Source: an optimization exercise on an open RTL-to-GDS flow (aim: small area, a short achievable clock period and few clock cycles per item). Production flows keep margins and buffers that such runs may drop. Where RTL was checked, it was by simulation tests only, not by an equivalence proof against the original. The RTL of run 3 was laid out without a check of its function.

## flow/config.mk

```make
export PLATFORM = sky130hd
export DESIGN_NAME = sprite_pixel_alpha_blend
export DESIGN_NICKNAME = sprite_pixel_alpha_blend
export VERILOG_FILES = /design/flow/design.v
export SDC_FILE = /design/flow/constraint.sdc
export NUM_CORES = 4
export LEC_CHECK = 0
export CAP_MARGIN = 20
export CORE_MARGIN = 2
export CORE_UTILIZATION = 60
export CTS_BUF_LIST = sky130_fd_sc_hd__clkbuf_4
export SLEW_MARGIN = 20
```

## flow/constraint.sdc

```tcl
create_clock -name core_clock -period 17.0 [get_ports {clk}]
set_input_delay 3.4000 -clock core_clock [delete_from_list [all_inputs] [get_ports {clk}]]
set_output_delay 3.4000 -clock core_clock [all_outputs]
set_load 0.01 [all_outputs]
```

## flow/design.v

```verilog
package spab_pkg;
  localparam logic [1:0] MODE_8BIT  = 2'd0;
  localparam logic [1:0] MODE_16BIT = 2'd1;
  localparam logic [1:0] MODE_ARGB  = 2'd2;
  localparam logic REG_DEPTH_MODE = 1'b0;
  localparam logic REG_KEY_COLOR  = 1'b1;
  localparam logic [1:0]  DEPTH_MODE_RESET = MODE_ARGB;
  localparam logic [15:0] KEY_COLOR_RESET  = 16'h0000;
  localparam logic [7:0]  MAX8 = 8'd255;
  localparam logic [15:0] RECIP_255 = 16'h8081;
  localparam int NUM_CHAN = 3;
  localparam int DIV_W      = 24;
  localparam int DIV_STEPS  = 6;
  localparam int DIV_STAGES = DIV_W / DIV_STEPS;
  localparam int DIV_FIRST  = 2;
  localparam int DIV_LAST   = DIV_FIRST + DIV_STAGES - 1;
  localparam int Q_STAGE    = DIV_LAST + 1;
  localparam int OUT_STAGE  = Q_STAGE + 1;
  localparam int NUM_STAGES = OUT_STAGE + 1;
endpackage
import spab_pkg::*;
module sprite_pixel_alpha_blend (
  input  logic              clk,
  input  logic              rst,
  input  logic              item_valid,
  output logic              item_ready,
  input  logic [31:0]       src_pixel,
  input  logic [31:0]       dst_pixel,
  output logic              result_valid,
  input  logic              result_ready,
  output logic [31:0]       out_pixel,
  output logic              write_enable,
  input  logic              psel,
  input  logic              penable,
  input  logic              pwrite,
  input  logic [2:0]        paddr,
  input  logic [31:0]       pwdata,
  output logic [31:0]       prdata,
  output logic              pready
);
  localparam int S2_STEPS = 3;
  localparam int S3_STEPS = 3;
  logic [1:0]  depth_mode;
  logic [15:0] key_color;
  assign pready = 1'b1;
  always_ff @(posedge clk) begin
    if (rst) begin
      depth_mode <= DEPTH_MODE_RESET;
      key_color  <= KEY_COLOR_RESET;
    end else if (psel && penable && pwrite) begin
      case (paddr[2])
        REG_DEPTH_MODE: depth_mode <= pwdata[1:0];
        REG_KEY_COLOR:  key_color  <= pwdata[15:0];
        default: ;
      endcase
    end
  end
  assign prdata = ({32{paddr[2]}} & {16'b0, key_color}) | ({32{!paddr[2]}} & {30'b0, depth_mode});
  function automatic logic [15:0] div_steps(input logic [15:0] s, input logic [7:0] oa,
                                            input int n);
    logic [15:0] r;
    logic [8:0]  t;
    logic [9:0]  diff;
    r = s;
    for (int i = 0; i < 8; i++) begin
      if (i < n) begin
        t    = {r[15:8], r[7]};
        diff = {1'b0, t} - {2'b00, oa};
        r    = diff[9] ? {t[7:0], r[6:0], 1'b0} : {diff[7:0], r[6:0], 1'b1};
      end
    end
    div_steps = r;
  endfunction
  function automatic logic [7:0] div255(input logic [15:0] x);
    logic [16:0] y;
    y = 17'(x) + 17'(x[15:8]) + 17'd1;
    div255 = y[15:8];
  endfunction
  function automatic logic [15:0] div255w(input logic [23:0] x);
    logic [24:0] y;
    logic [40:0] z;
    y = 25'(x) + 25'd1;
    z = {y, 16'b0} + {8'b0, y, 8'b0} + {16'b0, y};
    div255w = z[39:24];
  endfunction
  logic v1, v2, v3, v4, vx;
  logic h1, h2, h3, h4, hx;
  logic blk;
  logic go, ofree, take, ring_next;
  logic [32:0] fin4;    
  logic [32:0] xres;
  assign item_ready = !vx && !blk;
  assign take       = item_valid && item_ready;
  assign ofree      = !result_valid || result_ready;
  assign go         = v4 && h4 && ofree;
  assign ring_next  = vx || take || v1 || v2 || v3 || (v4 && !go);
  always_ff @(posedge clk) begin
    if (rst) begin
      v1  <= 1'b0;
      v2  <= 1'b0;
      v3  <= 1'b0;
      v4  <= 1'b0;
      vx  <= 1'b0;
      h1  <= 1'b0;
      h2  <= 1'b0;
      h3  <= 1'b0;
      h4  <= 1'b0;
      hx  <= 1'b0;
      blk <= 1'b0;
    end else begin
      v1  <= vx || take;
      v2  <= v1;
      v3  <= v2;
      v4  <= v3;
      vx  <= v4 && !go;
      h1  <= vx ? (hx || (go && !v3 && !v2 && !v1))
                : (take && !(v1 || v2 || v3 || (v4 && !go)));
      h2  <= h1 || (go && !v3 && !v2 && v1);
      h3  <= h2 || (go && !v3 && v2);
      h4  <= h3 || (go && v3);
      hx  <= h4 && !go;
      blk <= (blk || (v4 && !go)) && ring_next;
    end
  end
  always_ff @(posedge clk) begin
    if (rst) begin
      result_valid <= 1'b0;
    end else if (ofree) begin
      result_valid <= go;
    end
  end
  always_ff @(posedge clk) begin
    if (go) begin
      out_pixel    <= fin4[31:0];
      write_enable <= fin4[32];
    end
  end
  always_ff @(posedge clk) begin
    xres <= fin4;
  end
  logic [7:0]  sa0m;
  logic [15:0] wm0;
  spab_mul8x8 u_w (.a(vx ? xres[31:24] : dst_pixel[31:24]), .b(~sa0m), .y(wm0));
  logic [7:0]  sa0;
  logic [23:0] sc0, dc0;
  logic [15:0] w0;
  logic        we0, az0;
  logic [31:0] word0;
  assign sa0m = (!vx && depth_mode == MODE_ARGB) ? src_pixel[31:24] : 8'd0;
  always_comb begin
    we0   = 1'b0;
    word0 = dst_pixel;
    sa0   = 8'd0;
    if (vx) begin
      we0   = xres[32];
      word0 = xres[31:0];
    end else begin
      case (depth_mode)
        MODE_8BIT: begin
          if ({8'b0, src_pixel[7:0]} != key_color) begin
            we0   = 1'b1;
            word0 = {24'b0, src_pixel[7:0]};
          end
        end
        MODE_16BIT: begin
          if (src_pixel[15:0] != key_color) begin
            we0   = 1'b1;
            word0 = {16'b0, src_pixel[15:0]};
          end
        end
        MODE_ARGB: begin
          sa0 = src_pixel[31:24];
          we0 = src_pixel[31:24] != 8'd0;
        end
        default: ;
      endcase
    end
    az0 = (sa0 == 8'd0) && (word0[31:24] == 8'd0);
    w0  = az0 ? 16'd65025 : wm0;
    dc0 = word0[23:0];
    sc0 = src_pixel[23:0];
  end
  logic [7:0]  sa1;
  logic [23:0] sc1, dc1;
  logic [15:0] w1;
  logic        we1, az1;
  always_ff @(posedge clk) begin
    sa1 <= sa0;
    sc1 <= sc0;
    dc1 <= dc0;
    w1  <= w0;
    we1 <= we0;
    az1 <= az0;
  end
  logic [7:0]  k1, r1, oa1;
  logic [NUM_CHAN-1:0][15:0] a1, b1;
  logic [NUM_CHAN-1:0][23:0] bp1;
  for (genvar c = 0; c < NUM_CHAN; c++) begin : g_mul
    spab_mul8x8  u_a (.a(sa1), .b(sc1[c*8 +: 8]), .y(a1[c]));
    spab_mul8x16 u_b (.a(dc1[c*8 +: 8]), .b(w1), .y(bp1[c]));
  end
  always_comb begin
    k1  = div255(w1);
    r1  = w1[7:0] + k1;
    oa1 = sa1 + k1 + {7'd0, r1 != 8'd0};
    for (int c = 0; c < NUM_CHAN; c++) begin
      b1[c] = div255w(bp1[c]);
    end
  end
  logic [7:0]  oa2;
  logic        we2, az2;
  logic [NUM_CHAN-1:0][15:0] a2, b2;
  always_ff @(posedge clk) begin
    oa2 <= oa1;
    we2 <= we1;
    az2 <= az1;
    a2  <= a1;
    b2  <= b1;
  end
  logic [NUM_CHAN-1:0][15:0] a2n, b2n;
  always_comb begin
    for (int c = 0; c < NUM_CHAN; c++) begin
      a2n[c] = div_steps(a2[c], oa2, S2_STEPS);
      b2n[c] = div_steps(b2[c], oa2, S2_STEPS);
    end
  end
  logic [7:0]  oa3;
  logic        we3, az3;
  logic [NUM_CHAN-1:0][15:0] a3, b3;
  always_ff @(posedge clk) begin
    oa3 <= oa2;
    we3 <= we2;
    az3 <= az2;
    a3  <= a2n;
    b3  <= b2n;
  end
  logic [NUM_CHAN-1:0][15:0] a3n, b3n;
  always_comb begin
    for (int c = 0; c < NUM_CHAN; c++) begin
      a3n[c] = div_steps(a3[c], oa3, S3_STEPS);
      b3n[c] = div_steps(b3[c], oa3, S3_STEPS);
    end
  end
  logic [7:0]  oa4;
  logic        we4, az4;
  logic [NUM_CHAN-1:0][15:0] a4, b4;
  always_ff @(posedge clk) begin
    oa4 <= oa3;
    we4 <= we3;
    az4 <= az3;
    a4  <= a3n;
    b4  <= b3n;
  end
  logic [NUM_CHAN-1:0][15:0] a4n, b4n;
  logic [23:0] rgb4;
  always_comb begin
    for (int c = 0; c < NUM_CHAN; c++) begin
      a4n[c] = div_steps(a4[c], oa4, 8 - S2_STEPS - S3_STEPS);
      b4n[c] = div_steps(b4[c], oa4, 8 - S2_STEPS - S3_STEPS);
      rgb4[c*8 +: 8] = a4n[c][7:0] + b4n[c][7:0];
    end
    fin4 = {we4, az4 ? 8'd0 : oa4, rgb4};
  end
endmodule
module spab_mul8x8 (
  input  logic [7:0] a,
  input  logic [7:0] b,
  output logic [15:0] y
);
  wire n1 = a[0] & b[0];
  wire n2 = a[0] & b[1];
  wire n3 = a[0] & b[2];
  wire n4 = a[0] & b[3];
  wire n5 = a[0] & b[4];
  wire n6 = a[0] & b[5];
  wire n7 = a[0] & b[6];
  wire n8 = a[0] & b[7];
  wire n9 = a[1] & b[0];
  wire n10 = a[1] & b[1];
  wire n11 = a[1] & b[2];
  wire n12 = a[1] & b[3];
  wire n13 = a[1] & b[4];
  wire n14 = a[1] & b[5];
  wire n15 = a[1] & b[6];
  wire n16 = a[1] & b[7];
  wire n17 = a[2] & b[0];
  wire n18 = a[2] & b[1];
  wire n19 = a[2] & b[2];
  wire n20 = a[2] & b[3];
  wire n21 = a[2] & b[4];
  wire n22 = a[2] & b[5];
  wire n23 = a[2] & b[6];
  wire n24 = a[2] & b[7];
  wire n25 = a[3] & b[0];
  wire n26 = a[3] & b[1];
  wire n27 = a[3] & b[2];
  wire n28 = a[3] & b[3];
  wire n29 = a[3] & b[4];
  wire n30 = a[3] & b[5];
  wire n31 = a[3] & b[6];
  wire n32 = a[3] & b[7];
  wire n33 = a[4] & b[0];
  wire n34 = a[4] & b[1];
  wire n35 = a[4] & b[2];
  wire n36 = a[4] & b[3];
  wire n37 = a[4] & b[4];
  wire n38 = a[4] & b[5];
  wire n39 = a[4] & b[6];
  wire n40 = a[4] & b[7];
  wire n41 = a[5] & b[0];
  wire n42 = a[5] & b[1];
  wire n43 = a[5] & b[2];
  wire n44 = a[5] & b[3];
  wire n45 = a[5] & b[4];
  wire n46 = a[5] & b[5];
  wire n47 = a[5] & b[6];
  wire n48 = a[5] & b[7];
  wire n49 = a[6] & b[0];
  wire n50 = a[6] & b[1];
  wire n51 = a[6] & b[2];
  wire n52 = a[6] & b[3];
  wire n53 = a[6] & b[4];
  wire n54 = a[6] & b[5];
  wire n55 = a[6] & b[6];
  wire n56 = a[6] & b[7];
  wire n57 = a[7] & b[0];
  wire n58 = a[7] & b[1];
  wire n59 = a[7] & b[2];
  wire n60 = a[7] & b[3];
  wire n61 = a[7] & b[4];
  wire n62 = a[7] & b[5];
  wire n63 = a[7] & b[6];
  wire n64 = a[7] & b[7];
  wire n65 = n7 ^ n14;
  wire n66 = n7 & n14;
  wire n67 = n8 ^ n15 ^ n22;
  wire n68 = (n8 & n15) | (n8 & n22) | (n15 & n22);
  wire n69 = n29 ^ n36;
  wire n70 = n29 & n36;
  wire n71 = n16 ^ n23 ^ n30;
  wire n72 = (n16 & n23) | (n16 & n30) | (n23 & n30);
  wire n73 = n37 ^ n44;
  wire n74 = n37 & n44;
  wire n75 = n24 ^ n31 ^ n38;
  wire n76 = (n24 & n31) | (n24 & n38) | (n31 & n38);
  wire n77 = n5 ^ n12;
  wire n78 = n5 & n12;
  wire n79 = n6 ^ n13 ^ n20;
  wire n80 = (n6 & n13) | (n6 & n20) | (n13 & n20);
  wire n81 = n27 ^ n34;
  wire n82 = n27 & n34;
  wire n83 = n21 ^ n28 ^ n35;
  wire n84 = (n21 & n28) | (n21 & n35) | (n28 & n35);
  wire n85 = n42 ^ n49 ^ n65;
  wire n86 = (n42 & n49) | (n42 & n65) | (n49 & n65);
  wire n87 = n43 ^ n50 ^ n57;
  wire n88 = (n43 & n50) | (n43 & n57) | (n50 & n57);
  wire n89 = n66 ^ n67 ^ n69;
  wire n90 = (n66 & n67) | (n66 & n69) | (n67 & n69);
  wire n91 = n51 ^ n58 ^ n68;
  wire n92 = (n51 & n58) | (n51 & n68) | (n58 & n68);
  wire n93 = n70 ^ n71 ^ n73;
  wire n94 = (n70 & n71) | (n70 & n73) | (n71 & n73);
  wire n95 = n45 ^ n52 ^ n59;
  wire n96 = (n45 & n52) | (n45 & n59) | (n52 & n59);
  wire n97 = n72 ^ n74 ^ n75;
  wire n98 = (n72 & n74) | (n72 & n75) | (n74 & n75);
  wire n99 = n32 ^ n39 ^ n46;
  wire n100 = (n32 & n39) | (n32 & n46) | (n39 & n46);
  wire n101 = n53 ^ n60 ^ n76;
  wire n102 = (n53 & n60) | (n53 & n76) | (n60 & n76);
  wire n103 = n40 ^ n47 ^ n54;
  wire n104 = (n40 & n47) | (n40 & n54) | (n47 & n54);
  wire n105 = n4 ^ n11;
  wire n106 = n4 & n11;
  wire n107 = n19 ^ n26 ^ n33;
  wire n108 = (n19 & n26) | (n19 & n33) | (n26 & n33);
  wire n109 = n41 ^ n78 ^ n79;
  wire n110 = (n41 & n78) | (n41 & n79) | (n78 & n79);
  wire n111 = n80 ^ n82 ^ n83;
  wire n112 = (n80 & n82) | (n80 & n83) | (n82 & n83);
  wire n113 = n84 ^ n86 ^ n87;
  wire n114 = (n84 & n86) | (n84 & n87) | (n86 & n87);
  wire n115 = n88 ^ n90 ^ n91;
  wire n116 = (n88 & n90) | (n88 & n91) | (n90 & n91);
  wire n117 = n92 ^ n94 ^ n95;
  wire n118 = (n92 & n94) | (n92 & n95) | (n94 & n95);
  wire n119 = n96 ^ n98 ^ n99;
  wire n120 = (n96 & n98) | (n96 & n99) | (n98 & n99);
  wire n121 = n61 ^ n100 ^ n102;
  wire n122 = (n61 & n100) | (n61 & n102) | (n100 & n102);
  wire n123 = n48 ^ n55 ^ n62;
  wire n124 = (n48 & n55) | (n48 & n62) | (n55 & n62);
  wire n125 = n3 ^ n10;
  wire n126 = n3 & n10;
  wire n127 = n18 ^ n25 ^ n105;
  wire n128 = (n18 & n25) | (n18 & n105) | (n25 & n105);
  wire n129 = n77 ^ n106 ^ n107;
  wire n130 = (n77 & n106) | (n77 & n107) | (n106 & n107);
  wire n131 = n81 ^ n108 ^ n109;
  wire n132 = (n81 & n108) | (n81 & n109) | (n108 & n109);
  wire n133 = n85 ^ n110 ^ n111;
  wire n134 = (n85 & n110) | (n85 & n111) | (n110 & n111);
  wire n135 = n89 ^ n112 ^ n113;
  wire n136 = (n89 & n112) | (n89 & n113) | (n112 & n113);
  wire n137 = n93 ^ n114 ^ n115;
  wire n138 = (n93 & n114) | (n93 & n115) | (n114 & n115);
  wire n139 = n97 ^ n116 ^ n117;
  wire n140 = (n97 & n116) | (n97 & n117) | (n116 & n117);
  wire n141 = n101 ^ n118 ^ n119;
  wire n142 = (n101 & n118) | (n101 & n119) | (n118 & n119);
  wire n143 = n103 ^ n120 ^ n121;
  wire n144 = (n103 & n120) | (n103 & n121) | (n120 & n121);
  wire n145 = n104 ^ n122 ^ n123;
  wire n146 = (n104 & n122) | (n104 & n123) | (n122 & n123);
  wire n147 = n56 ^ n63 ^ n124;
  wire n148 = (n56 & n63) | (n56 & n124) | (n63 & n124);
  wire [15:0] ra = {1'b0, n64, n146, n144, n142, n140, n138, n136, n134, n132, n130, n128, n126, n17, n2, n1};
  wire [15:0] rb = {1'b0, n148, n147, n145, n143, n141, n139, n137, n135, n133, n131, n129, n127, n125, n9, 1'b0};
  assign y = ra + rb;
endmodule
module spab_mul8x16 (
  input  logic [7:0] a,
  input  logic [15:0] b,
  output logic [23:0] y
);
  wire n1 = a[0] & b[0];
  wire n2 = a[0] & b[1];
  wire n3 = a[0] & b[2];
  wire n4 = a[0] & b[3];
  wire n5 = a[0] & b[4];
  wire n6 = a[0] & b[5];
  wire n7 = a[0] & b[6];
  wire n8 = a[0] & b[7];
  wire n9 = a[0] & b[8];
  wire n10 = a[0] & b[9];
  wire n11 = a[0] & b[10];
  wire n12 = a[0] & b[11];
  wire n13 = a[0] & b[12];
  wire n14 = a[0] & b[13];
  wire n15 = a[0] & b[14];
  wire n16 = a[0] & b[15];
  wire n17 = a[1] & b[0];
  wire n18 = a[1] & b[1];
  wire n19 = a[1] & b[2];
  wire n20 = a[1] & b[3];
  wire n21 = a[1] & b[4];
  wire n22 = a[1] & b[5];
  wire n23 = a[1] & b[6];
  wire n24 = a[1] & b[7];
  wire n25 = a[1] & b[8];
  wire n26 = a[1] & b[9];
  wire n27 = a[1] & b[10];
  wire n28 = a[1] & b[11];
  wire n29 = a[1] & b[12];
  wire n30 = a[1] & b[13];
  wire n31 = a[1] & b[14];
  wire n32 = a[1] & b[15];
  wire n33 = a[2] & b[0];
  wire n34 = a[2] & b[1];
  wire n35 = a[2] & b[2];
  wire n36 = a[2] & b[3];
  wire n37 = a[2] & b[4];
  wire n38 = a[2] & b[5];
  wire n39 = a[2] & b[6];
  wire n40 = a[2] & b[7];
  wire n41 = a[2] & b[8];
  wire n42 = a[2] & b[9];
  wire n43 = a[2] & b[10];
  wire n44 = a[2] & b[11];
  wire n45 = a[2] & b[12];
  wire n46 = a[2] & b[13];
  wire n47 = a[2] & b[14];
  wire n48 = a[2] & b[15];
  wire n49 = a[3] & b[0];
  wire n50 = a[3] & b[1];
  wire n51 = a[3] & b[2];
  wire n52 = a[3] & b[3];
  wire n53 = a[3] & b[4];
  wire n54 = a[3] & b[5];
  wire n55 = a[3] & b[6];
  wire n56 = a[3] & b[7];
  wire n57 = a[3] & b[8];
  wire n58 = a[3] & b[9];
  wire n59 = a[3] & b[10];
  wire n60 = a[3] & b[11];
  wire n61 = a[3] & b[12];
  wire n62 = a[3] & b[13];
  wire n63 = a[3] & b[14];
  wire n64 = a[3] & b[15];
  wire n65 = a[4] & b[0];
  wire n66 = a[4] & b[1];
  wire n67 = a[4] & b[2];
  wire n68 = a[4] & b[3];
  wire n69 = a[4] & b[4];
  wire n70 = a[4] & b[5];
  wire n71 = a[4] & b[6];
  wire n72 = a[4] & b[7];
  wire n73 = a[4] & b[8];
  wire n74 = a[4] & b[9];
  wire n75 = a[4] & b[10];
  wire n76 = a[4] & b[11];
  wire n77 = a[4] & b[12];
  wire n78 = a[4] & b[13];
  wire n79 = a[4] & b[14];
  wire n80 = a[4] & b[15];
  wire n81 = a[5] & b[0];
  wire n82 = a[5] & b[1];
  wire n83 = a[5] & b[2];
  wire n84 = a[5] & b[3];
  wire n85 = a[5] & b[4];
  wire n86 = a[5] & b[5];
  wire n87 = a[5] & b[6];
  wire n88 = a[5] & b[7];
  wire n89 = a[5] & b[8];
  wire n90 = a[5] & b[9];
  wire n91 = a[5] & b[10];
  wire n92 = a[5] & b[11];
  wire n93 = a[5] & b[12];
  wire n94 = a[5] & b[13];
  wire n95 = a[5] & b[14];
  wire n96 = a[5] & b[15];
  wire n97 = a[6] & b[0];
  wire n98 = a[6] & b[1];
  wire n99 = a[6] & b[2];
  wire n100 = a[6] & b[3];
  wire n101 = a[6] & b[4];
  wire n102 = a[6] & b[5];
  wire n103 = a[6] & b[6];
  wire n104 = a[6] & b[7];
  wire n105 = a[6] & b[8];
  wire n106 = a[6] & b[9];
  wire n107 = a[6] & b[10];
  wire n108 = a[6] & b[11];
  wire n109 = a[6] & b[12];
  wire n110 = a[6] & b[13];
  wire n111 = a[6] & b[14];
  wire n112 = a[6] & b[15];
  wire n113 = a[7] & b[0];
  wire n114 = a[7] & b[1];
  wire n115 = a[7] & b[2];
  wire n116 = a[7] & b[3];
  wire n117 = a[7] & b[4];
  wire n118 = a[7] & b[5];
  wire n119 = a[7] & b[6];
  wire n120 = a[7] & b[7];
  wire n121 = a[7] & b[8];
  wire n122 = a[7] & b[9];
  wire n123 = a[7] & b[10];
  wire n124 = a[7] & b[11];
  wire n125 = a[7] & b[12];
  wire n126 = a[7] & b[13];
  wire n127 = a[7] & b[14];
  wire n128 = a[7] & b[15];
  wire n129 = n7 ^ n22;
  wire n130 = n7 & n22;
  wire n131 = n8 ^ n23 ^ n38;
  wire n132 = (n8 & n23) | (n8 & n38) | (n23 & n38);
  wire n133 = n53 ^ n68;
  wire n134 = n53 & n68;
  wire n135 = n9 ^ n24 ^ n39;
  wire n136 = (n9 & n24) | (n9 & n39) | (n24 & n39);
  wire n137 = n54 ^ n69 ^ n84;
  wire n138 = (n54 & n69) | (n54 & n84) | (n69 & n84);
  wire n139 = n10 ^ n25 ^ n40;
  wire n140 = (n10 & n25) | (n10 & n40) | (n25 & n40);
  wire n141 = n55 ^ n70 ^ n85;
  wire n142 = (n55 & n70) | (n55 & n85) | (n70 & n85);
  wire n143 = n11 ^ n26 ^ n41;
  wire n144 = (n11 & n26) | (n11 & n41) | (n26 & n41);
  wire n145 = n56 ^ n71 ^ n86;
  wire n146 = (n56 & n71) | (n56 & n86) | (n71 & n86);
  wire n147 = n12 ^ n27 ^ n42;
  wire n148 = (n12 & n27) | (n12 & n42) | (n27 & n42);
  wire n149 = n57 ^ n72 ^ n87;
  wire n150 = (n57 & n72) | (n57 & n87) | (n72 & n87);
  wire n151 = n13 ^ n28 ^ n43;
  wire n152 = (n13 & n28) | (n13 & n43) | (n28 & n43);
  wire n153 = n58 ^ n73 ^ n88;
  wire n154 = (n58 & n73) | (n58 & n88) | (n73 & n88);
  wire n155 = n14 ^ n29 ^ n44;
  wire n156 = (n14 & n29) | (n14 & n44) | (n29 & n44);
  wire n157 = n59 ^ n74 ^ n89;
  wire n158 = (n59 & n74) | (n59 & n89) | (n74 & n89);
  wire n159 = n15 ^ n30 ^ n45;
  wire n160 = (n15 & n30) | (n15 & n45) | (n30 & n45);
  wire n161 = n60 ^ n75 ^ n90;
  wire n162 = (n60 & n75) | (n60 & n90) | (n75 & n90);
  wire n163 = n16 ^ n31 ^ n46;
  wire n164 = (n16 & n31) | (n16 & n46) | (n31 & n46);
  wire n165 = n61 ^ n76 ^ n91;
  wire n166 = (n61 & n76) | (n61 & n91) | (n76 & n91);
  wire n167 = n32 ^ n47 ^ n62;
  wire n168 = (n32 & n47) | (n32 & n62) | (n47 & n62);
  wire n169 = n77 ^ n92;
  wire n170 = n77 & n92;
  wire n171 = n48 ^ n63 ^ n78;
  wire n172 = (n48 & n63) | (n48 & n78) | (n63 & n78);
  wire n173 = n5 ^ n20;
  wire n174 = n5 & n20;
  wire n175 = n6 ^ n21 ^ n36;
  wire n176 = (n6 & n21) | (n6 & n36) | (n21 & n36);
  wire n177 = n51 ^ n66;
  wire n178 = n51 & n66;
  wire n179 = n37 ^ n52 ^ n67;
  wire n180 = (n37 & n52) | (n37 & n67) | (n52 & n67);
  wire n181 = n82 ^ n97 ^ n129;
  wire n182 = (n82 & n97) | (n82 & n129) | (n97 & n129);
  wire n183 = n83 ^ n98 ^ n113;
  wire n184 = (n83 & n98) | (n83 & n113) | (n98 & n113);
  wire n185 = n130 ^ n131 ^ n133;
  wire n186 = (n130 & n131) | (n130 & n133) | (n131 & n133);
  wire n187 = n99 ^ n114 ^ n132;
  wire n188 = (n99 & n114) | (n99 & n132) | (n114 & n132);
  wire n189 = n134 ^ n135 ^ n137;
  wire n190 = (n134 & n135) | (n134 & n137) | (n135 & n137);
  wire n191 = n100 ^ n115 ^ n136;
  wire n192 = (n100 & n115) | (n100 & n136) | (n115 & n136);
  wire n193 = n138 ^ n139 ^ n141;
  wire n194 = (n138 & n139) | (n138 & n141) | (n139 & n141);
  wire n195 = n101 ^ n116 ^ n140;
  wire n196 = (n101 & n116) | (n101 & n140) | (n116 & n140);
  wire n197 = n142 ^ n143 ^ n145;
  wire n198 = (n142 & n143) | (n142 & n145) | (n143 & n145);
  wire n199 = n102 ^ n117 ^ n144;
  wire n200 = (n102 & n117) | (n102 & n144) | (n117 & n144);
  wire n201 = n146 ^ n147 ^ n149;
  wire n202 = (n146 & n147) | (n146 & n149) | (n147 & n149);
  wire n203 = n103 ^ n118 ^ n148;
  wire n204 = (n103 & n118) | (n103 & n148) | (n118 & n148);
  wire n205 = n150 ^ n151 ^ n153;
  wire n206 = (n150 & n151) | (n150 & n153) | (n151 & n153);
  wire n207 = n104 ^ n119 ^ n152;
  wire n208 = (n104 & n119) | (n104 & n152) | (n119 & n152);
  wire n209 = n154 ^ n155 ^ n157;
  wire n210 = (n154 & n155) | (n154 & n157) | (n155 & n157);
  wire n211 = n105 ^ n120 ^ n156;
  wire n212 = (n105 & n120) | (n105 & n156) | (n120 & n156);
  wire n213 = n158 ^ n159 ^ n161;
  wire n214 = (n158 & n159) | (n158 & n161) | (n159 & n161);
  wire n215 = n106 ^ n121 ^ n160;
  wire n216 = (n106 & n121) | (n106 & n160) | (n121 & n160);
  wire n217 = n162 ^ n163 ^ n165;
  wire n218 = (n162 & n163) | (n162 & n165) | (n163 & n165);
  wire n219 = n107 ^ n122 ^ n164;
  wire n220 = (n107 & n122) | (n107 & n164) | (n122 & n164);
  wire n221 = n166 ^ n167 ^ n169;
  wire n222 = (n166 & n167) | (n166 & n169) | (n167 & n169);
  wire n223 = n93 ^ n108 ^ n123;
  wire n224 = (n93 & n108) | (n93 & n123) | (n108 & n123);
  wire n225 = n168 ^ n170 ^ n171;
  wire n226 = (n168 & n170) | (n168 & n171) | (n170 & n171);
  wire n227 = n64 ^ n79 ^ n94;
  wire n228 = (n64 & n79) | (n64 & n94) | (n79 & n94);
  wire n229 = n109 ^ n124 ^ n172;
  wire n230 = (n109 & n124) | (n109 & n172) | (n124 & n172);
  wire n231 = n80 ^ n95 ^ n110;
  wire n232 = (n80 & n95) | (n80 & n110) | (n95 & n110);
  wire n233 = n4 ^ n19;
  wire n234 = n4 & n19;
  wire n235 = n35 ^ n50 ^ n65;
  wire n236 = (n35 & n50) | (n35 & n65) | (n50 & n65);
  wire n237 = n81 ^ n174 ^ n175;
  wire n238 = (n81 & n174) | (n81 & n175) | (n174 & n175);
  wire n239 = n176 ^ n178 ^ n179;
  wire n240 = (n176 & n178) | (n176 & n179) | (n178 & n179);
  wire n241 = n180 ^ n182 ^ n183;
  wire n242 = (n180 & n182) | (n180 & n183) | (n182 & n183);
  wire n243 = n184 ^ n186 ^ n187;
  wire n244 = (n184 & n186) | (n184 & n187) | (n186 & n187);
  wire n245 = n188 ^ n190 ^ n191;
  wire n246 = (n188 & n190) | (n188 & n191) | (n190 & n191);
  wire n247 = n192 ^ n194 ^ n195;
  wire n248 = (n192 & n194) | (n192 & n195) | (n194 & n195);
  wire n249 = n196 ^ n198 ^ n199;
  wire n250 = (n196 & n198) | (n196 & n199) | (n198 & n199);
  wire n251 = n200 ^ n202 ^ n203;
  wire n252 = (n200 & n202) | (n200 & n203) | (n202 & n203);
  wire n253 = n204 ^ n206 ^ n207;
  wire n254 = (n204 & n206) | (n204 & n207) | (n206 & n207);
  wire n255 = n208 ^ n210 ^ n211;
  wire n256 = (n208 & n210) | (n208 & n211) | (n210 & n211);
  wire n257 = n212 ^ n214 ^ n215;
  wire n258 = (n212 & n214) | (n212 & n215) | (n214 & n215);
  wire n259 = n216 ^ n218 ^ n219;
  wire n260 = (n216 & n218) | (n216 & n219) | (n218 & n219);
  wire n261 = n220 ^ n222 ^ n223;
  wire n262 = (n220 & n222) | (n220 & n223) | (n222 & n223);
  wire n263 = n224 ^ n226 ^ n227;
  wire n264 = (n224 & n226) | (n224 & n227) | (n226 & n227);
  wire n265 = n125 ^ n228 ^ n230;
  wire n266 = (n125 & n228) | (n125 & n230) | (n228 & n230);
  wire n267 = n96 ^ n111 ^ n126;
  wire n268 = (n96 & n111) | (n96 & n126) | (n111 & n126);
  wire n269 = n3 ^ n18;
  wire n270 = n3 & n18;
  wire n271 = n34 ^ n49 ^ n233;
  wire n272 = (n34 & n49) | (n34 & n233) | (n49 & n233);
  wire n273 = n173 ^ n234 ^ n235;
  wire n274 = (n173 & n234) | (n173 & n235) | (n234 & n235);
  wire n275 = n177 ^ n236 ^ n237;
  wire n276 = (n177 & n236) | (n177 & n237) | (n236 & n237);
  wire n277 = n181 ^ n238 ^ n239;
  wire n278 = (n181 & n238) | (n181 & n239) | (n238 & n239);
  wire n279 = n185 ^ n240 ^ n241;
  wire n280 = (n185 & n240) | (n185 & n241) | (n240 & n241);
  wire n281 = n189 ^ n242 ^ n243;
  wire n282 = (n189 & n242) | (n189 & n243) | (n242 & n243);
  wire n283 = n193 ^ n244 ^ n245;
  wire n284 = (n193 & n244) | (n193 & n245) | (n244 & n245);
  wire n285 = n197 ^ n246 ^ n247;
  wire n286 = (n197 & n246) | (n197 & n247) | (n246 & n247);
  wire n287 = n201 ^ n248 ^ n249;
  wire n288 = (n201 & n248) | (n201 & n249) | (n248 & n249);
  wire n289 = n205 ^ n250 ^ n251;
  wire n290 = (n205 & n250) | (n205 & n251) | (n250 & n251);
  wire n291 = n209 ^ n252 ^ n253;
  wire n292 = (n209 & n252) | (n209 & n253) | (n252 & n253);
  wire n293 = n213 ^ n254 ^ n255;
  wire n294 = (n213 & n254) | (n213 & n255) | (n254 & n255);
  wire n295 = n217 ^ n256 ^ n257;
  wire n296 = (n217 & n256) | (n217 & n257) | (n256 & n257);
  wire n297 = n221 ^ n258 ^ n259;
  wire n298 = (n221 & n258) | (n221 & n259) | (n258 & n259);
  wire n299 = n225 ^ n260 ^ n261;
  wire n300 = (n225 & n260) | (n225 & n261) | (n260 & n261);
  wire n301 = n229 ^ n262 ^ n263;
  wire n302 = (n229 & n262) | (n229 & n263) | (n262 & n263);
  wire n303 = n231 ^ n264 ^ n265;
  wire n304 = (n231 & n264) | (n231 & n265) | (n264 & n265);
  wire n305 = n232 ^ n266 ^ n267;
  wire n306 = (n232 & n266) | (n232 & n267) | (n266 & n267);
  wire n307 = n112 ^ n127 ^ n268;
  wire n308 = (n112 & n127) | (n112 & n268) | (n127 & n268);
  wire [23:0] ra = {1'b0, n128, n306, n304, n302, n300, n298, n296, n294, n292, n290, n288, n286, n284, n282, n280, n278, n276, n274, n272, n270, n33, n2, n1};
  wire [23:0] rb = {1'b0, n308, n307, n305, n303, n301, n299, n297, n295, n293, n291, n289, n287, n285, n283, n281, n279, n277, n275, n273, n271, n269, n17, 1'b0};
  assign y = ra + rb;
endmodule
```

## flow/flow/run.sh

```bash
#!/bin/bash
# The standard layout, with two changes to how it is made (the SDC is unchanged):
# - timing repair aims below the clock period: repair_timing keeps working until every path
#   has SETUP_SLACK_MARGIN ns of slack;
# - the port buffers that the standard flow puts on every input and output are plain buffers
#   rather than the delay cells buffer_ports picks on its own.
set -euo pipefail
bash standard.sh SETUP_SLACK_MARGIN=${MARGIN:-9.6} \
  "BUFFER_PORTS_ARGS=-buffer_cell sky130_fd_sc_hd__buf_1" finish > standard_flow.log 2>&1
```

## flow/standard.sh

```bash
#!/bin/bash
# synth_recipe.tcl (not shown) runs the flow's synth.tcl, then flattens the netlist and writes it again
# the make line also repeats each setting of config.mk as NAME=value (left out here)
make -C /OpenROAD-flow-scripts/flow DESIGN_CONFIG=/design/flow/config.mk WORK_HOME=/design/flow/orfs CLKGATE_MAP_FILE= SYNTH_SCRIPT=/design/flow/synth_recipe.tcl "${@:-finish}"
```

==> impl_summary.log, run 1 <==
INFO  metric starting_utilization_of_the_core_area = 60.52%
INFO  metric use_met1 = between 40% and 50%
INFO  metric final_common_cell = sky130_fd_sc_hd__inv_1
INFO  metric cpPeakStageDelay = 0.30 ns
INFO  metric rsz0062_at_grt = yes
INFO  metric hold_violation_total_from_the_final_report = 0
INFO  metric core_region_area = 0.08662 mm^2
INFO  metric worst_r2r_startpoint = w1[7]
INFO  metric numCtsBuffers = 137
INFO  metric final_core_util = between 60% and 70%
INFO  metric dpl_worst_slack = 8.387 ns
INFO  metric tightest_slew_margin_relative_to_the_limit = 29.95%
INFO  metric reg2reg_depth = 30
INFO  metric critPathMaxFanout = 19
INFO  metric hold_path_end = b4[39]
INFO  metric grt_pass1_wl = 215600 um
INFO  metric postSynthAreaPerCell = approximately 8.9 um^2
INFO  metric worst_slew_pin_slew = roughly 1.0 ns
INFO  metric final_net_count = roughly 7500
INFO  metric crit-reg2reg-capture = b2[47]
INFO  metric fin_ws = ~9.6 ns
INFO  metric routed_wire_length_per_instance = around 18 um
INFO  metric drive_above_1_share = approximately an eighth
INFO  metric postSynth.asyncResetShare = 0%
INFO  metric drt-initial-drc-count = 2355
INFO  metric clockBufferDepth = 3
INFO  metric fin_worst_skew = 0.07174 ns
INFO  metric syn-cell-area = 0.05242 mm^2
INFO  metric dieHeight = ~300 um
INFO  metric synth_cell_type_count = 79
INFO  metric timing_worst_setup_path_type = primary input to primary output
INFO  metric worst_setup_path_start_kind = primary input
INFO  metric postSynthRegisterBits = 488
INFO  metric detail-route-antenna-nets = 0
INFO  metric hp-class = flip-flop to flip-flop
INFO  metric buffer_ports.inserted = 138
INFO  metric number_of_global_route_vias_before_repair = between 40000 and 50000
INFO  metric die_span_x = between 200 and 300 um
INFO  metric placed_cells = around 7100
INFO  metric synth.yosys.warnings = 1
INFO  metric grt_antenna_before_repair = 13
INFO  metric route.vias.total = slightly above 40000
INFO  metric synth-main-ff-cell = sky130_fd_sc_hd__dfxtp_1
INFO  metric post_synth_edffs = 33
INFO  metric critical_path.cell_chain = buf_12 > mux2_4 > buf_6
INFO  metric register_to_register_setup_slack = 9.86 ns
INFO  metric critical_path.slowest_cell = sky130_fd_sc_hd__mux2_4
INFO  metric worst_setup_path_end_kind = primary output
INFO  metric timing.critical_path.required = around 14 ns
INFO  metric setup-violations-final = 0
INFO  metric cts-htree-levels = 4
INFO  metric worst_skew_pair.late_latency = 1.11 ns
INFO  metric finalWeightedCongestion = 0.8877
INFO  metric grt_use_total = a little under a third
INFO  metric mostFrequentLayoutCells = sky130_fd_sc_hd__inv_1, sky130_fd_sc_hd__ha_1, sky130_fd_sc_hd__nand2_1
INFO  metric grt_most_used_layer = met2
INFO  metric cts.sinks = between 400 and 500
INFO  metric met2_usage = approximately half
INFO  metric final_wirelength = 136100 um
INFO  metric tritoncts_clock_tree = built
INFO  metric post-route-min-period = between 7 and 8 ns
INFO  metric grt_overflow_total = 0
INFO  metric clock_tree.root_cell = sky130_fd_sc_hd__clkbuf_4
INFO  metric dieArea = 0.08975 mm^2
INFO  metric run_status = timing/DRC/antenna clean
INFO  metric cp.buffers_inverters = 2
INFO  metric grtUsageMet3 = approximately 4.4%
INFO  metric post_route_clock_period_utilization = 43.35%
INFO  metric cts.clk_slew.worst_paths = 0.08 ns
INFO  metric max_clock_freq = 135.7 MHz
INFO  metric via_density = 5.428
INFO  metric num_rows = ~110
INFO  metric drt-pass1-iter-count = 8
INFO  metric timing.setup.tns = 0 ns
INFO  metric stdcell_count = about 7500
INFO  metric final_max_slew_viols = 0
INFO  metric hold_path_depth = 0
INFO  metric drv_cap = 0
INFO  metric timing.critical_path.arrival = 3.97 ns
INFO  metric critical_path.top_delay_family = multiplexers
INFO  metric grt_start_max_net_pins = between 60 and 70
INFO  metric number_of_instances_in_the_synthesized_netlist = 5899
INFO  metric hold_path_startpoint = b3[36]
INFO  metric areaGrowthSynthToFinish = 11.20%
INFO  metric hpwl = 102300 um
INFO  metric drcViolationCount = 0
INFO  metric io_pins = about 170
INFO  metric ys_seq_area_share = slightly below 20%
## Yosys cell counts, types with 11 or more instances
cell type	number	area, um^2
sky130_fd_sc_hd__inv_1	870	3266
sky130_fd_sc_hd__ha_1	707	8846
sky130_fd_sc_hd__nand2_1	520	1952
sky130_fd_sc_hd__fa_1	468	9369
sky130_fd_sc_hd__dfxtp_1	455	9109
sky130_fd_sc_hd__and2_1	422	2640
sky130_fd_sc_hd__nor2_1	301	1130
sky130_fd_sc_hd__a21oi_1	289	1446
sky130_fd_sc_hd__xnor2_1	251	2198
sky130_fd_sc_hd__o21ai_0	236	1181
sky130_fd_sc_hd__mux2_2	169	1903
sky130_fd_sc_hd__xor2_1	116	1016
sky130_fd_sc_hd__a21o_1	115	863.3
sky130_fd_sc_hd__clkbuf_1	111	416.7
sky130_fd_sc_hd__nor2b_1	85	531.8
sky130_fd_sc_hd__nand2b_1	72	450.4
sky130_fd_sc_hd__mux2i_1	63	630.6
sky130_fd_sc_hd__nor3_1	62	310.3
sky130_fd_sc_hd__o21bai_1	62	465.5
sky130_fd_sc_hd__a21boi_0	38	285.3
sky130_fd_sc_hd__o31ai_1	35	262.8
sky130_fd_sc_hd__edfxtp_1	33	991.0
sky130_fd_sc_hd__o21a_1	33	247.7
sky130_fd_sc_hd__nand3_1	29	145.1
sky130_fd_sc_hd__o21ai_1	26	130.1
sky130_fd_sc_hd__or3_1	26	162.7
sky130_fd_sc_hd__a21boi_1	20	150.1
sky130_fd_sc_hd__and3_1	20	125.1
sky130_fd_sc_hd__buf_4	20	150.1
sky130_fd_sc_hd__nand4_1	20	125.1
sky130_fd_sc_hd__or2_2	20	125.1
sky130_fd_sc_hd__a211oi_1	16	120.1
sky130_fd_sc_hd__o211ai_1	15	112.6
sky130_fd_sc_hd__a31oi_1	12	75.07
sky130_fd_sc_hd__o21ai_2	12	105.1
sky130_fd_sc_hd__a211o_1	11	96.34
sky130_fd_sc_hd__buf_2	11	55.05
## final cells by class
| class | count | area, um^2 |
|---|---|---|
| multi-input cells | 4406 | 39490 |
| fillers | 7417 | 28320 |
| flip-flops and latches | 488 | 10180 |
| inverters | 876 | 3311 |
| repair buffers | 311 | 2192 |
| well taps | 1155 | 1445 |
| clock buffers | 179 | 1344 |
| clock inverters | 44 | 306.5 |
| diodes | 10 | 25.02 |
## flip-flops by register name (all words and copies together), names as in the netlist, 2 cells and up
register,count
a2,48
a3,48
a4,48
b2,48
b3,48
b4,48
xres,33
out_pixel,32
dc1,24
sc1,24
key_color,16
w1,16
oa2,8
oa3,8
oa4,8
sa1,8
depth_mode,2
## per-stage QoR
stage,area (um^2),hold WS [ns]
floorplan,52500,0.3096
finish,58290,0.3185
CTS,56750,0.3103
global placement,54290,0.3106
global route,58280,0.3224
detailed placement,54290,0.3128
## logic make-up (layout without fill, tap and decap cells)
group	count (synthesis)	after routing	synth area share [%]
flip-flops	488	488	19.27
XOR/XNOR	367	367	6.132
AND/OR/NAND/NOR	1607	1607	15.14
other	2	27	0.01433
AO/OA/AOI/OAI	1001	1003	12.24
buffers and inverters	1022	1410	7.488
adder cells (fa/ha/maj)	1175	1175	34.75
multiplexers	237	237	4.969
## worst max path at each step
stage / start / to / slack (ns) / cells after the start
after detailed placement: w1[6] / b2[15] / 8.39 / 30
after floorplan: w1[6] / b2[31] / 9.61 / 29
final: paddr[2] / prdata[0] / 9.63 / 3
after global placement: w1[6] / b2[15] / 8.46 / 30
after global routing: w1[7] / b2[47] / 9.48 / 30
after CTS: oa3[1] / a4[43] / 9.59 / 34
## per-layer routing
metal  up-vias  wire length [um]
met2       900             61280
met3       216              8120
met5         -                 7
met1     19406             62270
met4         2              4438
li1      20015                 -
## timing repair
action,CTS,global route
setup endpoints to repair,166,155
pin swaps,27,82
hold buffers,0,0
buffers inserted,39,67
resized for setup,112,215
cloned,1,8
Testbench counts, summed over its fixed seeds: cycles 11,440, items 11,200.
==> run 2: changes to the inputs <==
--- a/flow/config.mk
+++ b/flow/config.mk
@@ -9,3 +9,3 @@
 export CORE_MARGIN = 2
-export CORE_UTILIZATION = 60
+export CORE_UTILIZATION = 50
 export CTS_BUF_LIST = sky130_fd_sc_hd__clkbuf_4
==> impl_summary.log, run 2 <==
INFO  metric run_status = timing/DRC/antenna clean
INFO  metric grt_pass1_wl = 217100 um
INFO  metric routed_wire_length_per_instance = 17.58 um
INFO  metric cpPeakStageDelay = 0.33 ns
INFO  metric grt_overflow_total = 0
INFO  metric numCtsBuffers = 137
INFO  metric drt-initial-drc-count = 1896
INFO  metric synth_largest_type_area_fraction = between 10% and 20%
INFO  metric ys_seq_area_share = 19.27%
INFO  metric route.vias.total = 40469
INFO  metric synth.yosys.warnings = 1
INFO  metric setup-violations-final = 0
INFO  metric fin_worst_skew = 0.07988 ns
INFO  metric detail-route-antenna-nets = 0
INFO  metric yosys.area.top_type = sky130_fd_sc_hd__fa_1
INFO  metric finalWeightedCongestion = 0.8940
INFO  metric fin_ws = a little under 10 ns
INFO  metric synth_cell_type_count = a little under 80
INFO  metric stdcell_count = 7718
INFO  metric cp-endpoint = prdata[0]
INFO  metric post-route-min-period = approximately 7.4 ns
INFO  metric cts-htree-levels = 4
INFO  metric final_net_count = 7508
INFO  metric worst_slew_pin_slew = 1.187 ns
INFO  metric syn-cell-area = 0.05242 mm^2
INFO  metric worstSetupStartpoint = paddr[2]
INFO  metric drv_cap = 0
INFO  metric clock_tree.root_cell = sky130_fd_sc_hd__clkbuf_4
INFO  metric reg2reg_depth = 30
INFO  metric register_to_register_setup_slack = approximately 9.7 ns
INFO  metric synth_most_common_cell = sky130_fd_sc_hd__inv_1
INFO  metric postSynth.asyncResetShare = 0%
INFO  metric grt_start_max_net_pins = 67
INFO  metric timing_worst_setup_path_type = primary input to primary output
INFO  metric number_of_instances_in_the_synthesized_netlist = ~6000
INFO  metric critPathMaxFanout = 19
INFO  metric dpl_worst_slack = 8.129 ns
INFO  metric drcViolationCount = 0
INFO  metric io_pins = 174
INFO  metric die_span_x = 327.8 um
INFO  metric cts.sinks = 488
INFO  metric dieArea = 0.1074 mm^2
INFO  metric final_wirelength = 135700 um
INFO  metric hpwl = 102200 um
INFO  metric starting_utilization_of_the_core_area = 50.51%
INFO  metric tritoncts_clock_tree = built
INFO  metric hp-class = flip-flop to flip-flop
INFO  metric netlist_top_cells_area = sky130_fd_sc_hd__fa_1, sky130_fd_sc_hd__dfxtp_1, sky130_fd_sc_hd__ha_1
INFO  metric core_region_area = approximately 0.10 mm^2
INFO  metric areaGrowthSynthToFinish = 12.48%
INFO  metric number_of_global_route_vias_before_repair = 40462
INFO  metric crit-reg2reg-capture = b2[15]
INFO  metric postSynthRegisterBits = approximately 490
INFO  metric buffer_ports.inserted = 138
INFO  metric tightest_slew_margin_relative_to_the_limit = between 20% and 30%
INFO  metric timing.critical_path.required = 13.60 ns
INFO  metric postSynthAreaPerCell = 8.886 um^2
INFO  metric timing.critical_path.arrival = 3.97 ns
INFO  metric worst_skew_pair.late_latency = approximately 1.1 ns
INFO  metric timing.setup.tns = 0 ns
INFO  metric final_common_cell = sky130_fd_sc_hd__inv_1
INFO  metric cts.clk_slew.worst_paths = 0.06 ns
INFO  metric dieHeight = 327.8 um
INFO  metric fin_hold_ws = 0.2908 ns
INFO  metric drive_above_1_share = 13.75%
INFO  metric critical_path.cell_chain = buf_12 > mux2_2 > clkbuf_2
INFO  metric synth_common_cells = sky130_fd_sc_hd__inv_1, sky130_fd_sc_hd__ha_1, sky130_fd_sc_hd__nand2_1
INFO  metric hold_violation_total_from_the_final_report = 0
INFO  metric drt-pass1-iter-count = 5
INFO  metric post_synth_edffs = 33
INFO  metric post_route_clock_period_utilization = 43.38%
INFO  metric worst_setup_path_end_kind = primary output
INFO  metric final_max_slew_viols = 0
INFO  metric grt_antenna_before_repair = 9
INFO  metric worst_setup_path_start_kind = primary input
INFO  metric max_clock_freq = 135.6 MHz
INFO  metric placed_cells = 7350
INFO  metric synth-main-ff-cell = sky130_fd_sc_hd__dfxtp_1
INFO  metric worst_r2r_startpoint = dc1[0]
INFO  metric via_density = 5.243
INFO  metric rsz0062_at_grt = yes
INFO  metric num_rows = between 100 and 150
INFO  metric grt_use_total = 25.57%
INFO  metric critical_path.slowest_cell = sky130_fd_sc_hd__mux2_2
INFO  metric mostFrequentLayoutCells = sky130_fd_sc_hd__inv_1, sky130_fd_sc_hd__ha_1, sky130_fd_sc_hd__nand2_1
INFO  metric clockBufferDepth = 3
## run 2: cell types whose count changed in the layout (fill, tap and decap cells not counted), moves of 8 or more
cell	change
sky130_fd_sc_hd__a21oi_2	+8
sky130_fd_sc_hd__ha_4	+10
sky130_fd_sc_hd__a21oi_1	-8
sky130_fd_sc_hd__clkbuf_4	+13
sky130_fd_sc_hd__dfxtp_1	+9
sky130_fd_sc_hd__ha_1	-12
## run 2: how the worst min path moves through the flow
stage,startpoint,to,slack (ns),cells past startpoint
after global routing,b2[4],b3[7],0.31,0
after floorplan,a2[16],a3[19],0.31,0
after CTS,b2[4],b3[7],0.30,0
final,b2[4],b3[7],0.29,0
after detailed placement,a2[16],a3[19],0.31,0
after global placement,a2[17],a3[20],0.31,0
## run 2: cells by family after synthesis
logic type | count (synthesis) | share of synthesized area [%]
simple gates | 1607 | 15.14
fa+ha+maj | 1175 | 34.75
buf+inv | 1022 | 7.488
compound gates | 1001 | 12.24
flops | 488 | 19.27
xor+xnor | 367 | 6.132
mux | 237 | 4.969
other cells | 2 | 0.01433
## run 2: what timing repair did
| item | in CTS | in global routing |
|---|---|---|
| hold buffers | 0 | 0 |
| pin swaps | 48 | 106 |
| setup buffers | 38 | 74 |
| setup endpoints to repair | 170 | 166 |
| gates resized for setup | 147 | 218 |
| cloned | 4 | 2 |
## run 2: layer usage
metal	GRT usage (%)	up-vias	wire length [um]
li1	-	20056	-
met5	0	-	27
met3	4.227	212	7238
met1	34.85	19392	63040
met4	7.728	4	3491
met2	41.62	805	61910
## run 2: final cells by class
| type | instances | area, um^2 |
|---|---|---|
| clock buffer | 192 | 1441 |
| sequential | 488 | 10160 |
| inverter | 876 | 3308 |
| multi-input combinational | 4404 | 39770 |
| timing repair buffer | 320 | 2240 |
| fill | 9567 | 44830 |
| antenna | 13 | 32.53 |
| clock inverter | 45 | 285.3 |
| tap | 1380 | 1727 |
## run 2: metrics by stage
step	instance area [um^2]	util, %
5_1_grt	58960	56.80
3_5_place_dp	54610	52.62
3_3_place_gp	54610	52.62
4_1_cts	57410	55.31
6_report	58960	56.81
2_1_floorplan	52500	-
## run 2: critical path, delay by kind of cell
family	cells	cell delay, ns
buffers and inverters	2	0.24
muxes	1	0.33
==> run 3: changes to the inputs <==
--- a/flow/design.v
+++ b/flow/design.v
@@ -73,6 +73,7 @@
   endfunction
-  function automatic logic [7:0] div255(input logic [15:0] x);
-    logic [16:0] y;
-    y = 17'(x) + 17'(x[15:8]) + 17'd1;
-    div255 = y[15:8];
+  function automatic logic [7:0] ceil255(input logic [15:0] x);
+    logic [16:0] y, z;
+    y = 17'(x) + 17'd254;
+    z = y + 17'(y[16:8]) + 17'd1;
+    ceil255 = z[15:8];
   endfunction
@@ -194,3 +195,3 @@
   end
-  logic [7:0]  k1, r1, oa1;
+  logic [7:0]  oa1;
   logic [NUM_CHAN-1:0][15:0] a1, b1;
@@ -202,5 +203,3 @@
   always_comb begin
-    k1  = div255(w1);
-    r1  = w1[7:0] + k1;
-    oa1 = sa1 + k1 + {7'd0, r1 != 8'd0};
+    oa1 = sa1 + ceil255(w1);
     for (int c = 0; c < NUM_CHAN; c++) begin
--- a/flow/config.mk
+++ b/flow/config.mk
@@ -9,3 +9,3 @@
 export CORE_MARGIN = 2
-export CORE_UTILIZATION = 50
+export CORE_UTILIZATION = 60
 export CTS_BUF_LIST = sky130_fd_sc_hd__clkbuf_4
==> impl_summary.log, run 3 <==
INFO  metric num_rows = about 110
INFO  metric register_to_register_setup_slack = 9.77 ns
INFO  metric io_pins = 174
INFO  metric mostFrequentLayoutCells = sky130_fd_sc_hd__inv_1, sky130_fd_sc_hd__ha_1, sky130_fd_sc_hd__nand2_1
INFO  metric detail-route-antenna-nets = 0
INFO  metric hp-class = flip-flop to flip-flop
INFO  metric worst_slew_pin_slew = 1.145 ns
INFO  metric synth.yosys.warnings = 1
INFO  metric synth_top_family_by_area = adder cells
INFO  metric drt-initial-drc-count = 2283
INFO  metric timing.critical_path.required = around 14 ns
INFO  metric hold_path_startpoint = b2[1]
INFO  metric met2_usage = 50.63%
INFO  metric netlist_top_cells_area = sky130_fd_sc_hd__fa_1, sky130_fd_sc_hd__dfxtp_1, sky130_fd_sc_hd__ha_1
INFO  metric worst_skew_pair.late_latency = 1.06 ns
INFO  metric hold_path_depth = 0
INFO  metric dieHeight = 301.9 um
INFO  metric rsz0062_at_grt = yes
INFO  metric dieArea = 0.09113 mm^2
INFO  metric cts-htree-levels = 4
INFO  metric synth_largest_type_area_fraction = 17.52%
INFO  metric worst_setup_path_start_kind = primary input
INFO  metric timing.critical_path.arrival = 3.97 ns
INFO  metric hold_path_end = b3[4]
INFO  metric grt_antenna_before_repair = 9
INFO  metric synth_cell_type_count = 76
INFO  metric drt-pass1-iter-count = 6
INFO  metric finalWeightedCongestion = 0.9051
INFO  metric grt_pass1_wl = approximately 220000 um
INFO  metric core_region_area = 0.08810 mm^2
INFO  metric worst_setup_path_end_kind = primary output
INFO  metric synth-main-ff-cell = sky130_fd_sc_hd__dfxtp_1
INFO  metric critPathMaxFanout = 20
INFO  metric timing_worst_setup_path_type = primary input to primary output
INFO  metric synth_compound_gate_area_share = approximately 13%
INFO  metric cts.clk_slew.worst_paths = 0.06 ns
INFO  metric routed_wire_length_per_instance = 18.38 um
INFO  metric clock_tree.root_cell = sky130_fd_sc_hd__clkbuf_4
INFO  metric synth_simple_gate_area_share = 15.31%
INFO  metric holdBufCountCts = 0
INFO  metric final_wirelength = about 140000 um
INFO  metric hold_violation_total_from_the_final_report = 0
INFO  metric multi_input_area = slightly above 0.04 mm^2
INFO  metric number_of_instances_in_the_synthesized_netlist = 6009
INFO  metric postSynth.asyncResetShare = 0%
INFO  metric drcViolationCount = 0
INFO  metric areaGrowthSynthToFinish = 11.05%
INFO  metric run_status = timing/DRC/antenna clean
INFO  metric number_of_global_route_vias_before_repair = 41719
INFO  metric final_net_count = about 7600
INFO  metric final_common_cell = sky130_fd_sc_hd__inv_1
INFO  metric starting_utilization_of_the_core_area = 60.43%
INFO  metric crit-reg2reg-capture = b2[14]
INFO  metric clockBufferDepth = 3
INFO  metric fin_worst_skew = around 0.058 ns
INFO  metric post_synth_edffs = 33
INFO  metric grt_start_max_net_pins = 68
INFO  metric use_met1 = 41.01%
INFO  metric hpwl = 104900 um
INFO  metric synth_common_cells = sky130_fd_sc_hd__inv_1, sky130_fd_sc_hd__ha_1, sky130_fd_sc_hd__nand2_1
INFO  metric setup-violations-final = 0
INFO  metric layout.area.seq = 0.01018 mm^2
INFO  metric synth_most_common_cell = sky130_fd_sc_hd__inv_1
INFO  metric cts.sinks = 488
INFO  metric tritoncts_clock_tree = built
INFO  metric drive_above_1_share = 13.00%
INFO  metric buffer_ports.inserted = approximately 140
INFO  metric die_span_x = 301.9 um
INFO  metric timing.setup.tns = 0 ns
INFO  metric yosys.area_share.xor_xnor = 5.791%
INFO  metric drv_cap = 0
INFO  metric final_core_util = between 60% and 70%
INFO  metric worst_r2r_startpoint = w1[6]
INFO  metric grtUsageMet3 = about 5.5%
INFO  metric syn-cell-area = 0.05324 mm^2
INFO  metric fill_cells = 7485
INFO  metric numCtsBuffers = 142
INFO  metric post-route-min-period = 7.368 ns
INFO  metric reg2reg_depth = 27
INFO  metric synth-adder-area-share = between 30 and 40%
INFO  metric max_clock_freq = 135.7 MHz
INFO  metric grt_overflow_total = 0
INFO  metric post_route_clock_period_utilization = 43.34%
INFO  metric via_density = approximately 5.5
INFO  metric mux_contribution_to_synthesized_area = 5.843%
INFO  metric ys_seq_area_share = 18.97%
INFO  metric grt_use_total = between 30% and 40%
INFO  metric postSynthRegisterBits = 488
INFO  metric final_max_slew_viols = 0
INFO  metric grt_most_used_layer = met2
INFO  metric tightest_slew_margin_relative_to_the_limit = 23.54%
INFO  metric postSynthAreaPerCell = roughly 9 um^2
INFO  metric route.vias.total = 41843
INFO  metric yosys.area.top_type = sky130_fd_sc_hd__fa_1
-- run 3: changes by cell type after synthesis, sizes merged, moves of 16 or more --
cell / delta
a21o: +24
nor2: +72
o21ai: -25
nand2: -42
and2: -16
nor4: +30
mux2: +48
clkbuf: +16
nand2b: -20
-- run 3: repair_timing --
item                       4_1_cts  5_1_grt
resized for setup              127      201
pin swaps                       23       58
setup endpoints to repair      157      149
cloned                           0        6
setup buffers                   31       47
-- run 3: how the worst max path moves through the flow --
stage	startpoint	endpoint	cells after the start
CTS	w1[6]	b2[14]	28
global route	w1[11]	b2[14]	29
global placement	dc1[18]	b2[47]	31
finish	paddr[2]	prdata[1]	3
detailed placement	dc1[18]	b2[47]	31
floorplan	w1[7]	b2[47]	30
-- run 3: area by class of cell --
type	instances	area share [%]
antenna	11	0.04656
clock inverter	62	0.8042
inverter	882	5.621
clock buffer	190	2.413
multi-input combinational	4501	68.09
tap	1165	2.466
timing repair buffer	283	3.348
sequential	488	17.21
-- run 3: routing by layer --
| layer | share of wire (%) | vias to the layer above |
|---|---|---|
| li1 | - | 20529 |
| met1 | 45 | 20067 |
| met2 | 46 | 1017 |
| met3 | 6.1 | 230 |
| met4 | 2.8 | 0 |
| met5 | 0 | - |
-- run 3: kinds of logic (layout without fill, tap and decap cells) --
logic type | after synthesis | in the layout
simple gates | 1649 | 1649
fa+ha+maj | 1169 | 1169
buf+inv | 1035 | 1417
compound gates | 1031 | 1031
flops | 488 | 488
xor+xnor | 352 | 352
mux | 283 | 283
other cells | 2 | 28
-- run 3: per-stage QoR --
step / hold WS (ns) / area, um^2 / instances / setup WS (ns)
after CTS: 0.3109 / 57740 / 7518 / 9.602
after global placement: 0.3097 / 55080 / 7235 / 8.636
after global routing: 0.3122 / 59110 / 7577 / 9.505
after detailed placement: 0.3121 / 55080 / 7235 / 8.568
after floorplan: 0.3096 / 53300 / 6024 / 9.573
final: 0.3173 / 59120 / 7582 / 9.632
-- run 3: critical path, cell delays in order --
cell	delay, ns
sky130_fd_sc_hd__buf_12	0.13
sky130_fd_sc_hd__mux2_4	0.30
sky130_fd_sc_hd__buf_2	0.14

re-timing with driven ports:
The results above use ideal ports. As a check the final layouts listed here were re-extracted and re-timed, cells and wires unchanged. Step 1 (the two cells are an assumption about what drives the block):
set clk [get_ports {clk}]
set_driving_cell -lib_cell sky130_fd_sc_hd__clkbuf_16 $clk
set_driving_cell -lib_cell sky130_fd_sc_hd__buf_2 [delete_from_list [all_inputs] $clk]
Step 2 also shifts input and output timing later by t, the mid clock arrival at the registers, as if the neighbouring blocks saw the same clock. a / b / c = ideal / step 1 / step 2; a / b = the first two.
| run | t, ns | setup WS [ns] | worst hold slack (ns) | cell pins on the clock port's net |
|---|---|---|---|---|
| run 1 | 1.136 | 9.630 / 9.558 / 9.027 | 0.319 / 0.319 / 0.319 | 1 |
| run 2 | 1.111 | 9.625 / 9.562 / 9.142 | 0.291 / 0.291 / 0.291 | 1 |
| run 3 | 1.099 | 9.632 / 9.576 / 9.057 | 0.317 / 0.317 / 0.317 | 1 |
After both steps setup and hold are still met in every run listed. For run 1, which loses most, drivers alone change the setup slack by -0.072 ns; drivers and shift together by -0.603 ns.
